From an optimization exercise on the open Yosys and OpenROAD flow, aimed at small area, a short achievable clock period and few clock cycles; shortcuts taken in it are not production practice. The RTL of this run was laid out without a check of its function. No activity file was given, so power comes from the tool's default toggle rates.

$ cat design.v
package agna_mm2s_pkg;
  localparam int INSTR_VAR_BIT = 63;
  localparam int PTYPE_LSB     = 60;
  localparam int P_IH_LSB      = 47;    
  localparam int P_IW_LSB      = 38;    
  localparam int P_C_LSB       = 18;    
  localparam int P_IWIH_LSB    = 32;    
  localparam int P_EOM_BIT     = 58;
  localparam int V_EOL_BIT     = 60;
  localparam int V_STC_LSB     = 48;    
  localparam int V_STH_LSB     = 29;    
  localparam int V_STW_LSB     = 20;    
  localparam logic [2:0] PT_TILE  = 3'b000;
  localparam logic [2:0] PT_LAYER = 3'b001;
  localparam logic [2:0] PT_IWIH  = 3'b011;
  localparam logic [2:0] PT_BADDR = 3'b111;
  localparam int CMD_BTT_W     = 23;
  localparam int CMD_TYPE_BIT  = 23;
  localparam int CMD_EOF_BIT   = 30;
  localparam int CMD_SADDR_LSB = 32;
  localparam int CMD_TAG_LSB   = 72;
  localparam logic [3:0] TAG_EOM  = 4'b1111;
  localparam logic [3:0] TAG_LAST = 4'b1100;
  localparam logic [3:0] TAG_NONE = 4'b0000;
  localparam logic [1:0] MODE_ROW   = 2'b00;
  localparam logic [1:0] MODE_CHAN  = 2'b01;
  localparam logic [1:0] MODE_WHOLE = 2'b11;
  localparam logic [2:0] S_IDLE = 3'd0;
  localparam logic [2:0] S_C0   = 3'd1;
  localparam logic [2:0] S_C1   = 3'd2;
  localparam logic [2:0] S_C2   = 3'd3;
  localparam logic [2:0] S_GEN  = 3'd4;
endpackage
module mm2s_tile_geom
#(
  parameter int W  = 16,    
  parameter int TW = 10     
) (
  input  logic [15:0]   s,
  input  logic [TW-1:0] t,
  input  logic [W-1:0]  l,
  output logic          empty,
  output logic [TW-1:0] r,
  output logic          full
);
  logic [W:0] d;
  logic       s_hi, t_lt_d;
  if (W < 16) begin : g_narrow
    assign s_hi = (s[15:W] != '0);
  end else begin : g_wide
    assign s_hi = 1'b0;
  end
  assign d      = {1'b0, l} - {1'b0, s[W-1:0]};
  assign empty  = s_hi || d[W] || (d[W-1:0] == '0);
  if (W > TW) begin : g_dwide
    assign t_lt_d = (d[W-1:TW] != '0) || (t < d[TW-1:0]);
  end else begin : g_dnarrow
    assign t_lt_d = (t < d[TW-1:0]);
  end
  assign r      = t_lt_d ? t : d[TW-1:0];
  assign full   = (s == 16'd0) && !t_lt_d;
endmodule
import agna_mm2s_pkg::*;
module mm2s_cmd_gen
#(
  parameter int CORE_INSTR_WIDTH = 64,
  parameter int CORE_CMD_WIDTH   = 80
) (
  input  logic                        clk,
  input  logic                        rst_n,
  input  logic [CORE_INSTR_WIDTH-1:0] s_axis_mm2s_instr_tdata,
  input  logic                        s_axis_mm2s_instr_tvalid,
  output logic                        s_axis_mm2s_instr_tready,
  output logic [CORE_CMD_WIDTH-1:0]   m_axis_mm2s_cmd_tdata,
  output logic                        m_axis_mm2s_cmd_tvalid,
  input  logic                        m_axis_mm2s_cmd_tready
);
  localparam logic [3:0] E_IDLE = 4'd0;
  localparam logic [3:0] E_PC   = 4'd1;    
  localparam logic [3:0] E_PW   = 4'd2;    
  localparam logic [3:0] E_PH   = 4'd3;    
  localparam logic [3:0] E_ES   = 4'd4;    
  localparam logic [3:0] E_E    = 4'd5;    
  localparam logic [3:0] E_D    = 4'd6;    
  localparam logic [3:0] E_D2   = 4'd7;    
  localparam logic [3:0] E_WT   = 4'd8;    
  localparam logic [3:0] E_F1   = 4'd9;    
  localparam logic [3:0] E_F    = 4'd10;   
  wire [63:0] instr = s_axis_mm2s_instr_tdata;
  logic [8:0]  tile_ih_q, tile_iw_q, layer_ih_q, layer_iw_q;
  logic [9:0]  tile_c_q;
  logic [15:0] layer_c_q;
  logic [17:0] layer_iwih_q;
  logic [31:0] fin_baddr_q;
  logic        eom_q;
  logic [3:0]  est_q, est_d;
  logic [1:0]  dg_q, dg_d;      
  logic [15:0] sc_q;           
  logic [8:0]  sw_q, sh_q;     
  logic [9:0]  rc_q;
  logic [8:0]  rh_q, rw_q;
  logic        eol_q, emp_q, wfull_q, hfull_q;
  logic        need_w_q, need_h_q, prev_c_q, prev_w_q, prev_h_q;
  logic [31:0] acc_q;
  logic [17:0] x_q, x_d;
  logic [5:0]  y_q, y_d;
  logic        a1_acc_q, a1_acc6_q, a1_eb6_q, a2_fin_q, a2_sw_q, a2_niw_q;
  logic        a1_acc_d, a1_acc6_d, a1_eb6_d, a2_fin_d, a2_sw_d, a2_niw_d;
  logic        tready_q;
  logic        w_valid_q, w_last_q, w_tl_q;
  logic [31:0] w_addr_q;
  logic [18:0] w_delta_q;
  logic [22:0] w_btt_q;
  logic [8:0]  w_hlen_q, w_hrem_q, w_iw_q;
  logic [9:0]  w_crem_q;
  logic        instr_hs, var_hs, ho, adv, wrap;
  logic [31:0] mac, mac_a1, mac_a2, w_sum;
  logic        whole, chan;
  logic        cl_any;
  logic [15:0] cl_l;
  logic [9:0]  cl_t, cl_r;
  logic        cl_e, cl_f;
  logic [8:0]  sw_cur, sh_cur;
  logic [15:0] sc_cur;
  logic        zc_e, zw_e, zh_e, zw_f, zh_f, zc_unused;
  logic [9:0]  zc_r;
  logic [8:0]  zw_r, zh_r;
  function automatic logic [1:0] top_dig(input logic [15:0] v);
    top_dig = (v[15:12] != 4'd0) ? 2'd2 : (v[11:6] != 6'd0) ? 2'd1 : 2'd0;
  endfunction
  function automatic logic [5:0] dig(input logic [15:0] v, input logic [1:0] k);
    dig = (k == 2'd2) ? {2'b0, v[15:12]} : (k == 2'd1) ? v[11:6] : v[5:0];
  endfunction
  assign whole = wfull_q && hfull_q;
  assign chan  = wfull_q && !hfull_q;
  assign s_axis_mm2s_instr_tready = tready_q;
  assign instr_hs = s_axis_mm2s_instr_tvalid && tready_q;
  assign var_hs   = instr_hs && instr[INSTR_VAR_BIT];
  assign adv = w_valid_q && m_axis_mm2s_cmd_tready;
  assign ho  = (est_q == E_F) && !emp_q &&
               (!w_valid_q || (m_axis_mm2s_cmd_tready && w_last_q));
  assign mac_a1 = a1_acc_q  ? acc_q :
                  a1_acc6_q ? {acc_q[25:0], 6'b0} :
                  a1_eb6_q  ? 32'({sh_q[0], sc_q, 6'b0}) : 32'd0;
  assign mac_a2 = a2_fin_q ? fin_baddr_q : a2_sw_q ? 32'(sw_q) :
                  a2_niw_q ? {14'h3fff, ~layer_iwih_q} : 32'd0;
  assign mac    = mac_a1 + mac_a2 + 32'(x_q) * 32'(y_q);
  assign cl_any = prev_c_q || prev_w_q || prev_h_q;
  always_comb begin
    if (prev_c_q)      begin cl_t = tile_c_q;       cl_l = layer_c_q;       end
    else if (prev_w_q) begin cl_t = 10'(tile_iw_q); cl_l = 16'(layer_iw_q); end
    else               begin cl_t = 10'(tile_ih_q); cl_l = 16'(layer_ih_q); end
  end
  mm2s_tile_geom u_clip (
    .s (acc_q[15:0]), .t (cl_t), .l (cl_l), .empty (cl_e), .r (cl_r), .full (cl_f));
  mm2s_tile_geom u_zclip_c (
    .s (16'd0), .t (tile_c_q), .l (layer_c_q), .empty (zc_e), .r (zc_r), .full (zc_unused));
  mm2s_tile_geom #(.W(9), .TW(9)) u_zclip_w (
    .s (16'd0), .t (tile_iw_q), .l (layer_iw_q), .empty (zw_e), .r (zw_r), .full (zw_f));
  mm2s_tile_geom #(.W(9), .TW(9)) u_zclip_h (
    .s (16'd0), .t (tile_ih_q), .l (layer_ih_q), .empty (zh_e), .r (zh_r), .full (zh_f));
  assign sc_cur    = prev_c_q ? acc_q[15:0] : sc_q;
  assign sw_cur    = prev_w_q ? acc_q[8:0] : sw_q;
  assign sh_cur    = prev_h_q ? acc_q[8:0] : sh_q;
  always_comb begin
    logic        to_e, to_f, to_pw, to_ph;
    logic [15:0] fv;
    est_d      = est_q;
    dg_d       = 2'd0;
    x_d        = x_q;
    y_d        = y_q;
    a1_acc_d   = 1'b0;
    a1_acc6_d  = 1'b0;
    a1_eb6_d   = 1'b0;
    a2_fin_d   = 1'b0;
    a2_sw_d    = 1'b0;
    a2_niw_d   = 1'b0;
    to_e       = 1'b0;
    to_f       = 1'b0;
    to_pw      = 1'b0;
    to_ph      = 1'b0;
    fv         = '0;
    case (est_q)
      E_IDLE: ;
      E_PC: begin
        if (dg_q != 2'd0) begin
          dg_d = dg_q - 2'd1; y_d = dig(sc_q, dg_q - 2'd1); a1_acc6_d = 1'b1;
        end else if (need_w_q) to_pw = 1'b1;
        else if (need_h_q)     to_ph = 1'b1;
        else begin
          est_d = E_ES; x_d = layer_iwih_q; y_d = mac[5:0]; a2_fin_d = 1'b1;
        end
      end
      E_PW: begin
        if (dg_q != 2'd0) begin
          dg_d = dg_q - 2'd1; y_d = dig(16'(sw_q), dg_q - 2'd1); a1_acc6_d = 1'b1;
        end else if (need_h_q) to_ph = 1'b1;
        else                   to_e = 1'b1;
      end
      E_PH: begin
        if (dg_q != 2'd0) begin
          dg_d = dg_q - 2'd1; y_d = dig(16'(sh_q), dg_q - 2'd1); a1_acc6_d = 1'b1;
        end else to_e = 1'b1;
      end
      E_ES: begin
        if (acc_q[15:6] != 10'd0) to_e = 1'b1;    
        else begin
          est_d = E_F;
          if (whole) begin
            x_d = layer_iwih_q;
            if (cl_r[9:6] != 4'd0) begin est_d = E_F1; y_d = {2'b0, cl_r[9:6]}; end
            else y_d = cl_r[5:0];
          end else begin
            x_d = 18'(layer_iw_q);
            fv  = chan ? 16'(rh_q) : 16'(rh_q - 9'd1);
            if (fv[11:6] != 6'd0) begin est_d = E_F1; y_d = fv[11:6]; end
            else begin y_d = fv[5:0]; a2_niw_d = !wfull_q; end
          end
        end
      end
      E_E: begin
        if (dg_q != 2'd0) begin
          dg_d = dg_q - 2'd1; y_d = dig(sc_q, dg_q - 2'd1); a1_acc6_d = 1'b1;
          a2_fin_d = (dg_q == 2'd1);
        end else if ((sw_cur != 9'd0) || (sh_cur != 9'd0)) begin
          est_d = E_D;
          x_d = 18'(layer_iw_q); y_d = sh_cur[5:0];
          a1_acc_d = 1'b1; a2_sw_d = 1'b1;
        end else to_f = 1'b1;
      end
      E_D: begin
        if (sh_q[8:6] != 3'd0) begin
          est_d = E_D2;
          x_d = {3'b0, layer_iw_q, 6'b0}; y_d = {3'b0, sh_q[8:6]};
          a1_acc_d = 1'b1;
        end else to_f = 1'b1;
      end
      E_D2: to_f = 1'b1;
      E_WT: to_f = 1'b1;
      E_F1: begin
        est_d = E_F;
        fv = whole ? 16'(rc_q) : chan ? 16'(rh_q) : 16'(rh_q - 9'd1);
        y_d = fv[5:0]; a1_eb6_d = 1'b1; a2_niw_d = !wfull_q;
      end
      E_F: begin
        if (ho || emp_q) est_d = E_IDLE;
        a1_eb6_d = a1_eb6_q;      
        a2_niw_d = a2_niw_q;
      end
      default: est_d = E_IDLE;
    endcase
    if (to_pw) begin
      est_d = E_PW; x_d = 18'(tile_iw_q);
      dg_d = top_dig(16'(sw_q)); y_d = dig(16'(sw_q), top_dig(16'(sw_q)));
    end
    if (to_ph) begin
      est_d = E_PH; x_d = 18'(tile_ih_q);
      dg_d = top_dig(16'(sh_q)); y_d = dig(16'(sh_q), top_dig(16'(sh_q)));
    end
    if (to_e) begin
      est_d = E_E; x_d = layer_iwih_q;
      dg_d = top_dig(sc_cur); y_d = dig(sc_cur, top_dig(sc_cur));
      a2_fin_d = (top_dig(sc_cur) == 2'd0);
    end
    if (to_f) begin
      if (cl_any) est_d = E_WT;
      else begin
        if (whole)     begin x_d = layer_iwih_q;     fv = 16'(rc_q); end
        else if (chan) begin x_d = 18'(layer_iw_q); fv = 16'(rh_q); end
        else           begin x_d = 18'(layer_iw_q); fv = 16'(rh_q - 9'd1); end
        if (fv[11:6] != 6'd0) begin
          est_d = E_F1; y_d = fv[11:6];
        end else begin
          est_d = E_F; y_d = fv[5:0]; a2_niw_d = !wfull_q;
        end
      end
    end
    if (var_hs) begin
      a1_eb6_d = 1'b0;
      a2_niw_d = 1'b0;
      if (instr[V_STC_LSB +: 10] != 10'd0) begin
        est_d = E_PC; x_d = 18'(tile_c_q);
        dg_d = top_dig(16'(instr[V_STC_LSB +: 10]));
        y_d = dig(16'(instr[V_STC_LSB +: 10]), top_dig(16'(instr[V_STC_LSB +: 10])));
      end else if (instr[V_STW_LSB +: 9] != 9'd0) begin
        est_d = E_PW; x_d = 18'(tile_iw_q);
        dg_d = top_dig(16'(instr[V_STW_LSB +: 9]));
        y_d = dig(16'(instr[V_STW_LSB +: 9]), top_dig(16'(instr[V_STW_LSB +: 9])));
      end else if (instr[V_STH_LSB +: 9] != 9'd0) begin
        est_d = E_PH; x_d = 18'(tile_ih_q);
        dg_d = top_dig(16'(instr[V_STH_LSB +: 9]));
        y_d = dig(16'(instr[V_STH_LSB +: 9]), top_dig(16'(instr[V_STH_LSB +: 9])));
      end else begin
        est_d = E_E; x_d = layer_iwih_q; y_d = '0; dg_d = 2'd0; a2_fin_d = 1'b1;
      end
    end
  end
  always_ff @(posedge clk) begin
    if (instr_hs && !instr[INSTR_VAR_BIT]) begin
      case (instr[PTYPE_LSB +: 3])
        PT_TILE: begin
          tile_ih_q <= instr[P_IH_LSB +: 9];
          tile_iw_q <= instr[P_IW_LSB +: 9];
          tile_c_q  <= instr[P_C_LSB +: 10];
        end
        PT_LAYER: begin
          layer_ih_q <= instr[P_IH_LSB +: 9];
          layer_iw_q <= instr[P_IW_LSB +: 9];
          layer_c_q  <= instr[P_C_LSB +: 16];
        end
        PT_IWIH:  layer_iwih_q <= instr[P_IWIH_LSB +: 18];
        PT_BADDR: begin
          eom_q       <= instr[P_EOM_BIT];
          fin_baddr_q <= instr[31:0];
        end
        default: ;
      endcase
    end
    if (est_q == E_PC || est_q == E_PW || est_q == E_PH || est_q == E_E || est_q == E_ES ||
        est_q == E_D || est_q == E_D2) acc_q <= mac;
    dg_q       <= dg_d;
    x_q        <= x_d;
    y_q        <= y_d;
    a1_acc_q   <= a1_acc_d;
    a1_acc6_q  <= a1_acc6_d;
    a1_eb6_q   <= a1_eb6_d;
    a2_fin_q   <= a2_fin_d;
    a2_sw_q    <= a2_sw_d;
    a2_niw_q   <= a2_niw_d;
    prev_c_q   <= (est_q == E_PC) && (dg_q == 2'd0);
    prev_w_q   <= (est_q == E_PW) && (dg_q == 2'd0);
    prev_h_q   <= (est_q == E_PH) && (dg_q == 2'd0);
    if (prev_c_q) sc_q <= acc_q[15:0];
    if (est_q == E_F1) sc_q <= mac[15:0];
    if (prev_w_q) sw_q <= acc_q[8:0];
    if (prev_h_q) sh_q <= acc_q[8:0];
    if (est_q == E_F1) sh_q[0] <= mac[16];
    if (prev_c_q) rc_q <= cl_r;
    if (prev_w_q) begin rw_q <= cl_r[8:0]; wfull_q <= cl_f; end
    if (prev_h_q) begin rh_q <= cl_r[8:0]; hfull_q <= cl_f; end
    emp_q <= emp_q || (cl_any && cl_e);
    if (var_hs) begin
      sc_q     <= {6'b0, instr[V_STC_LSB +: 10]};
      sw_q     <= instr[V_STW_LSB +: 9];
      sh_q     <= instr[V_STH_LSB +: 9];
      eol_q    <= instr[V_EOL_BIT];
      need_w_q <= (instr[V_STW_LSB +: 9] != 9'd0);
      need_h_q <= (instr[V_STH_LSB +: 9] != 9'd0);
      rc_q     <= zc_r;
      rw_q     <= zw_r;
      wfull_q  <= zw_f;
      rh_q     <= zh_r;
      hfull_q  <= zh_f;
      emp_q    <= ((instr[V_STC_LSB +: 10] == 10'd0) && zc_e) ||
                  ((instr[V_STW_LSB +: 9] == 9'd0) && zw_e) ||
                  ((instr[V_STH_LSB +: 9] == 9'd0) && zh_e);
    end
    if (!rst_n) begin
      est_q    <= E_IDLE;
      tready_q <= 1'b1;
    end else begin
      est_q    <= est_d;
      tready_q <= (est_d == E_IDLE) ||
                  ((est_d == E_F) && !emp_q && !(ho || (w_valid_q && !(adv && w_last_q))));
    end
  end
  assign wrap  = (w_hrem_q == 9'd1);
  assign w_sum = w_addr_q + (wrap ? {{13{w_delta_q[18]}}, w_delta_q} : 32'(w_iw_q));
  always_ff @(posedge clk) begin
    if (ho) begin
      w_addr_q  <= acc_q;
      w_btt_q   <= wfull_q ? mac[22:0] : 23'(rw_q);
      w_delta_q <= chan ? 19'(layer_iwih_q) : ~mac[18:0];
      w_hlen_q  <= wfull_q ? 9'd1 : rh_q;
      w_hrem_q  <= wfull_q ? 9'd1 : rh_q;
      w_crem_q  <= whole ? 10'd1 : rc_q;
      w_last_q  <= whole || ((rc_q == 10'd1) && (chan || (rh_q == 9'd1)));
      w_tl_q    <= eol_q && eom_q;
      w_iw_q    <= layer_iw_q;
    end else if (adv) begin
      w_addr_q <= w_sum;
      if (wrap) begin
        w_hrem_q  <= w_hlen_q;
        w_crem_q  <= w_crem_q - 10'd1;
        w_last_q  <= (w_crem_q == 10'd2) && (w_hlen_q == 9'd1);
      end else begin
        w_hrem_q  <= w_hrem_q - 9'd1;
        w_last_q  <= (w_crem_q == 10'd1) && (w_hrem_q == 9'd2);
      end
    end
    if (!rst_n) w_valid_q <= 1'b0;
    else if (ho) w_valid_q <= 1'b1;
    else if (adv && w_last_q) w_valid_q <= 1'b0;
  end
  assign m_axis_mm2s_cmd_tvalid = w_valid_q;
  always_comb begin
    m_axis_mm2s_cmd_tdata = '0;
    m_axis_mm2s_cmd_tdata[CMD_BTT_W-1:0]       = w_btt_q;
    m_axis_mm2s_cmd_tdata[CMD_TYPE_BIT]        = 1'b1;
    m_axis_mm2s_cmd_tdata[CMD_EOF_BIT]         = 1'b1;
    m_axis_mm2s_cmd_tdata[CMD_SADDR_LSB +: 32] = w_addr_q;
    m_axis_mm2s_cmd_tdata[CMD_TAG_LSB +: 4]    = {w_last_q, w_last_q,
                                                  w_last_q && w_tl_q, w_last_q && w_tl_q};
  end
endmodule
$ cat flow/run.sh
#!/bin/bash
# Standard layout, with timing repair aiming at 5.8 ns below the clock period.
set -euo pipefail
bash standard.sh SETUP_SLACK_MARGIN=5.8 finish > standard_flow.log 2>&1
$ cat standard.sh
#!/bin/bash
# synth_recipe.tcl (not shown) runs the flow's synth.tcl, then flattens the netlist and writes it again
# the make line also repeats each setting of config.mk as NAME=value (left out here)
make -C /OpenROAD-flow-scripts/flow DESIGN_CONFIG=/design/flow/config.mk WORK_HOME=/design/flow/orfs CLKGATE_MAP_FILE= SYNTH_SCRIPT=/design/flow/synth_recipe.tcl "${@:-finish}"
$ cat config.mk
export PLATFORM = sky130hd
export DESIGN_NAME = mm2s_cmd_gen
export DESIGN_NICKNAME = mm2s_cmd_gen
export VERILOG_FILES = /design/flow/design.v
export SDC_FILE = /design/flow/constraint.sdc
export NUM_CORES = 4
export LEC_CHECK = 0
export CAP_MARGIN = 20
export CORE_MARGIN = 2
export CORE_UTILIZATION = 40
export CTS_BUF_LIST = sky130_fd_sc_hd__clkbuf_8
export CTS_CLUSTER_DIAMETER = 50
export CTS_CLUSTER_SIZE = 12
export PLACE_DENSITY = 0.8
export SLEW_MARGIN = 20
$ cat constraint.sdc
create_clock -name core_clock -period 11.0 [get_ports {clk}]
set_input_delay 2.2000 -clock core_clock [delete_from_list [all_inputs] [get_ports {clk}]]
set_output_delay 2.2000 -clock core_clock [all_outputs]
set_load 0.01 [all_outputs]
==> implementation parameters <==
Parameter                              Value

Synth
  Count of different cell masters after synthesis ... 92
  FFs w/ async S/R, synth ... 0%
  Cell taking the most area after synthesis ... sky130_fd_sc_hd__edfxtp_1
  Biggest area contributors in the synthesized netlist ... sky130_fd_sc_hd__edfxtp_1 33%, sky130_fd_sc_hd__fa_1 8.2%, sky130_fd_sc_hd__ha_1 7.0%, sky130_fd_sc_hd__dfxtp_1 4.9%, sky130_fd_sc_hd__nand2_1 4.8%
  Leading register cell type out of synthesis ... sky130_fd_sc_hd__edfxtp_1
  Count of synthesis-stage warnings from yosys ... 1
  Register area share after synthesis ... 38.0%
  Yosys top cell area share ... 33.1%
  Number of instances in the synthesized netlist ... 2907
  Summed instance area of the synthesized netlist ... 0.0272 mm^2
  Flip-flop and latch count after synthesis ... 367
  Mean Syn Cell Area ... 9.37 um^2
  EDFF count, synth ... 300

Floorplan
  Overall die area ... 0.0702 mm^2
  Site row count ... 95
  Chip height ... 265 um
  Starting density of the core ... 40.5%
  Core area ... 0.0673 mm^2
  Ports placed on the boundary ... 150
  Die extent in x ... 265 um

Timing
  RSZ-0062 raised after global routing ... no
  Worst clock skew ... 0.0461 ns
  Worst Max-Slew Pin Slew ... 1.09 ns
  Rel. slew slack ... 27.3%
  Final setup TNS ... 0 ns
  Minimum hold slack ... 0.596 ns
  Achievable frequency ... 190 MHz
  Worst-case setup margin in the final layout ... 5.74 ns
  Number of endpoints with negative hold slack in the final report ... 0
  Setup Viol. Count Final ... 0
  Final Cycle Share ... 47.8%
  Clock period minus final worst setup slack ... 5.26 ns
  Slew Limit Fails ... 0

Pwr
  Largest vdd supply drop ... 0.355 mV
  Switching power share of the total ... 52.9%
  Sequential share of power ... 23.8%
  Power Density ... 336 mW/mm^2
  Net switching power ... 5.50 mW
  Gate power share ... 66.0%
  Lkg Pwr ... 12.2 nW
  Total power of the final layout ... 10.4 mW
  Clk pwr share ... 10.2%
  Pint ... 4.90 mW

Cells and area
  Final net count ... 3341
  Fill cells ... 6251
  Layout cell share with drive strength beyond 1 ... 8.87%
  Most common cell after layout, fill and taps aside ... sky130_fd_sc_hd__nand2_1
  Commonest cells after routing, fill and taps aside ... 345 x sky130_fd_sc_hd__nand2_1, 300 x sky130_fd_sc_hd__edfxtp_1, 233 x sky130_fd_sc_hd__nor2_1
  Post-synthesis to final-layout area growth ... 13.9%

CTS
  Number of buffers added by the clock tree synthesis step ... 45
  Total number of clock tree sinks ... 367
  H-tree levels ... 2
  Maximum buffer depth of the clock tree ... 3
  CTS root buffer ... sky130_fd_sc_hd__clkbuf_8
  Clock transition at the register clock pins on the worst setup and hold paths after CTS ... 0.08 ns
  Number of hold-repair buffers added at the cts stage ... 0
  Insertion delay of the later-clocked pin in the worst-skew pair ... 0.70 ns
  Clock tree from TritonCTS ... done

Hold path
  Startpoint of the tightest hold check path ... acc_q[29]
  Kind of path behind the tightest hold check ... register to register

Critical path
  Crit path buffers/inverters ... 3
  Data required time of the critical path ... 11.42 ns
  Startpoint of the worst register-to-register path ... y_q[3]
  Cell with the biggest individual delay on the critical path ... sky130_fd_sc_hd__fa_1
  Worst setup path start ... y_q[3]
  Worst setup path category ... register to register
  Kind of cell with the highest combined delay on the critical path ... adder cells
  Crit start category ... register
  Highest cell delay on the worst timing path ... 0.54 ns
  Worst Path Max Fanout ... 18
  CP Capture Type ... register
  Arrival time of the worst setup path ... 5.67 ns
  Cells traversed along the worst timing path ... buf_8 > and2_1 > fa_1 > inv_1 > fa_1 > fa_1 > fa_1 > inv_1 > ha_2 > o21ai_0 > nand2b_1 > a41o_4 > nand3_4 > a311oi_4 > nor2_4 > o211ai_1 > a21o_1 > a21oi_2 > xnor2_1
  Cell with the most instances on the worst path ... sky130_fd_sc_hd__fa_1

Placed design
  Final HPWL DP ... 76000 um
  Post-place setup slack ... 4.99 ns
  GP Congestion ... 1.06
  Number of port buffers ... 127

Global routing
  First-pass GRT wire length ... 146000 um
  Maximum number of pins on one net before global-route repair ... 83
  GRT Resource Usage Total ... 27.8%
  Antenna violations before repair ... 13
  GR Overflow Total ... 0
  Via count of the first global-routing pass ... 22609

Route
  Post-route ant nets ... 0
  Initial detailed-routing violation count ... 3412
  DR DRC count ... 0
  Post-Route WL ... 101000 um
  Via density per instance ... 6.14
  DR vias ... 24065
  Number of optimization iterations in the first detailed-route pass ... 7
  Final routed wire length divided by cell count ... 25.9 um

Status
  Status ... no timing/DRC/antenna violations

Job
  Max-cap violation count ... 0
[cells by family after synthesis]
family	share of synthesized area [%]
AO/OA/AOI/OAI	18.2
XOR/XNOR	2.73
adder cells (fa/ha/maj)	15.2
buffers and inverters	5.23
flip-flops	38.0
multiplexers	4.31
other	0.0276
AND/OR/NAND/NOR	16.3
[worst reg2reg max path: stages (launching register included)]
cell	delay [ns]
sky130_fd_sc_hd__dfxtp_4	0.38
sky130_fd_sc_hd__buf_8	0.17
sky130_fd_sc_hd__and2_1	0.18
sky130_fd_sc_hd__fa_1	0.54
sky130_fd_sc_hd__inv_1	0.05
sky130_fd_sc_hd__fa_1	0.51
sky130_fd_sc_hd__fa_1	0.44
sky130_fd_sc_hd__fa_1	0.49
sky130_fd_sc_hd__inv_1	0.05
sky130_fd_sc_hd__ha_2	0.37
sky130_fd_sc_hd__o21ai_0	0.17
sky130_fd_sc_hd__nand2b_1	0.17
sky130_fd_sc_hd__a41o_4	0.26
sky130_fd_sc_hd__nand3_4	0.12
sky130_fd_sc_hd__a311oi_4	0.37
sky130_fd_sc_hd__nor2_4	0.09
sky130_fd_sc_hd__o211ai_1	0.25
sky130_fd_sc_hd__a21o_1	0.18
sky130_fd_sc_hd__a21oi_2	0.07
sky130_fd_sc_hd__xnor2_1	0.12
[registers in the layout, indices dropped and copies added (netlist names), 10 cells and up]
name / cells
w_addr_q: 32
w_delta_q: 19
layer_c_q: 16
sc_q: 16
acc_q: 32
tile_c_q: 10
fin_baddr_q: 32
w_crem_q: 10
x_q: 18
layer_iwih_q: 18
w_btt_q: 23
rc_q: 10
[final cells by class]
class	instances	area, um^2	area share [%]
well taps	873	1090	3.52
clock inverters	34	283	0.912
flip-flops and latches	367	10400	33.5
multi-input cells	2216	16000	51.5
clock buffers	48	661	2.13
repair buffers	197	1930	6.22
diodes	1	2.50	0.00807
inverters	182	693	2.24
[path summary, 6_finish.rpt]
path / endpoint / slack [ns] / cells after the start
worst max register to register: acc_q[31] / 5.74 / 19
worst min register to register: w_addr_q[29] / 0.60 / 2
worst max-delay path: acc_q[31] / 5.74 / 19
worst min-delay path: w_addr_q[29] / 0.60 / 2
[metal layers]
metal / track usage (%) / vias up / part of all wire (%)
met5: 0 / - / 0.13
met4: 16.2 / 18 / 6.9
met3: 9.36 / 398 / 14
met2: 40.3 / 1704 / 41
met1: 36.2 / 11381 / 38
li1: - / 10564 / -
[timing repair]
action | CTS | global route
pin swaps | 5 | 17
endpoints found under the hold margin | 0 | 0
gates resized for setup | 41 | 76
setup endpoints to repair | 69 | 57
cloned | 1 | 3
setup buffers | 5 | 28
[power by group through the flow]
stage	sequential (mW)	clock, mW	combinational [mW]
after global routing	2.47	1.12	7.23
after global placement	2.48	0	5.77
after detailed placement	2.48	0	5.83
after CTS	2.46	1.07	6.01
final	2.48	1.06	6.86
after floorplan	2.22	0	3.79
[synthesized netlist by cell type (20+ instances only)]
master                     number
sky130_fd_sc_hd__nand3_1       50
sky130_fd_sc_hd__a21oi_1      240
sky130_fd_sc_hd__edfxtp_1     300
sky130_fd_sc_hd__nor3_1        43
sky130_fd_sc_hd__clkbuf_1     100
sky130_fd_sc_hd__dfxtp_1       67
sky130_fd_sc_hd__o211ai_1      24
sky130_fd_sc_hd__a21o_1        34
sky130_fd_sc_hd__nor4_1        23
sky130_fd_sc_hd__xnor2_1       49
sky130_fd_sc_hd__buf_1         24
sky130_fd_sc_hd__a221oi_1      20
sky130_fd_sc_hd__nor2_1       238
sky130_fd_sc_hd__a211oi_1      46
sky130_fd_sc_hd__and2_1        96
sky130_fd_sc_hd__ha_1         153
sky130_fd_sc_hd__inv_1        182
sky130_fd_sc_hd__a21boi_0      22
sky130_fd_sc_hd__xor2_1        36
sky130_fd_sc_hd__nand2b_1      41
sky130_fd_sc_hd__nor2b_1       27
sky130_fd_sc_hd__buf_4         28
sky130_fd_sc_hd__fa_1         111
sky130_fd_sc_hd__nand2_1      348
sky130_fd_sc_hd__o21ai_0      209
sky130_fd_sc_hd__mux2i_1       98
[metrics by stage]
| stage | cells | area, um^2 | utilization (%) |
|---|---|---|---|
| final | 3918 | 31000 | 46.1 |
| after global routing | 3918 | 31000 | 46.1 |
| after CTS | 3885 | 30400 | 45.2 |
| after detailed placement | 3797 | 29300 | 43.5 |
| after global placement | 3797 | 29300 | 43.5 |
| after floorplan | 2926 | 27300 | - |

==> what the ideal ports hide <==
How much do the figures lean on ideal ports? The routed layout below was timed once more, with nothing changed but the port constraints. Step 1: set_driving_cell puts a clkbuf_16 on clk and a buf_2 on each other input, an assumption about the parent block. Step 2, shift: input delay + t, output delay - t, t = (earliest + latest rising clock arrival at the registers) / 2. This alone moves slack from input paths to output paths. Slacks: ideal / step 1 / step 2; pairs: ideal / step 1.
t (ns): 0.740
slack for setup (ns): 5.743 / 5.743 / 5.214
hold slack, ns: 0.596 / 0.596 / 0.596
latest minus earliest clock arrival (ns): 0.048 / 0.047
worst data-port slew with drivers (ns): 0.08
After both steps this run still meets setup and hold. For this run, drivers alone change the setup slack by 0.000 ns; drivers and shift together by -0.529 ns.
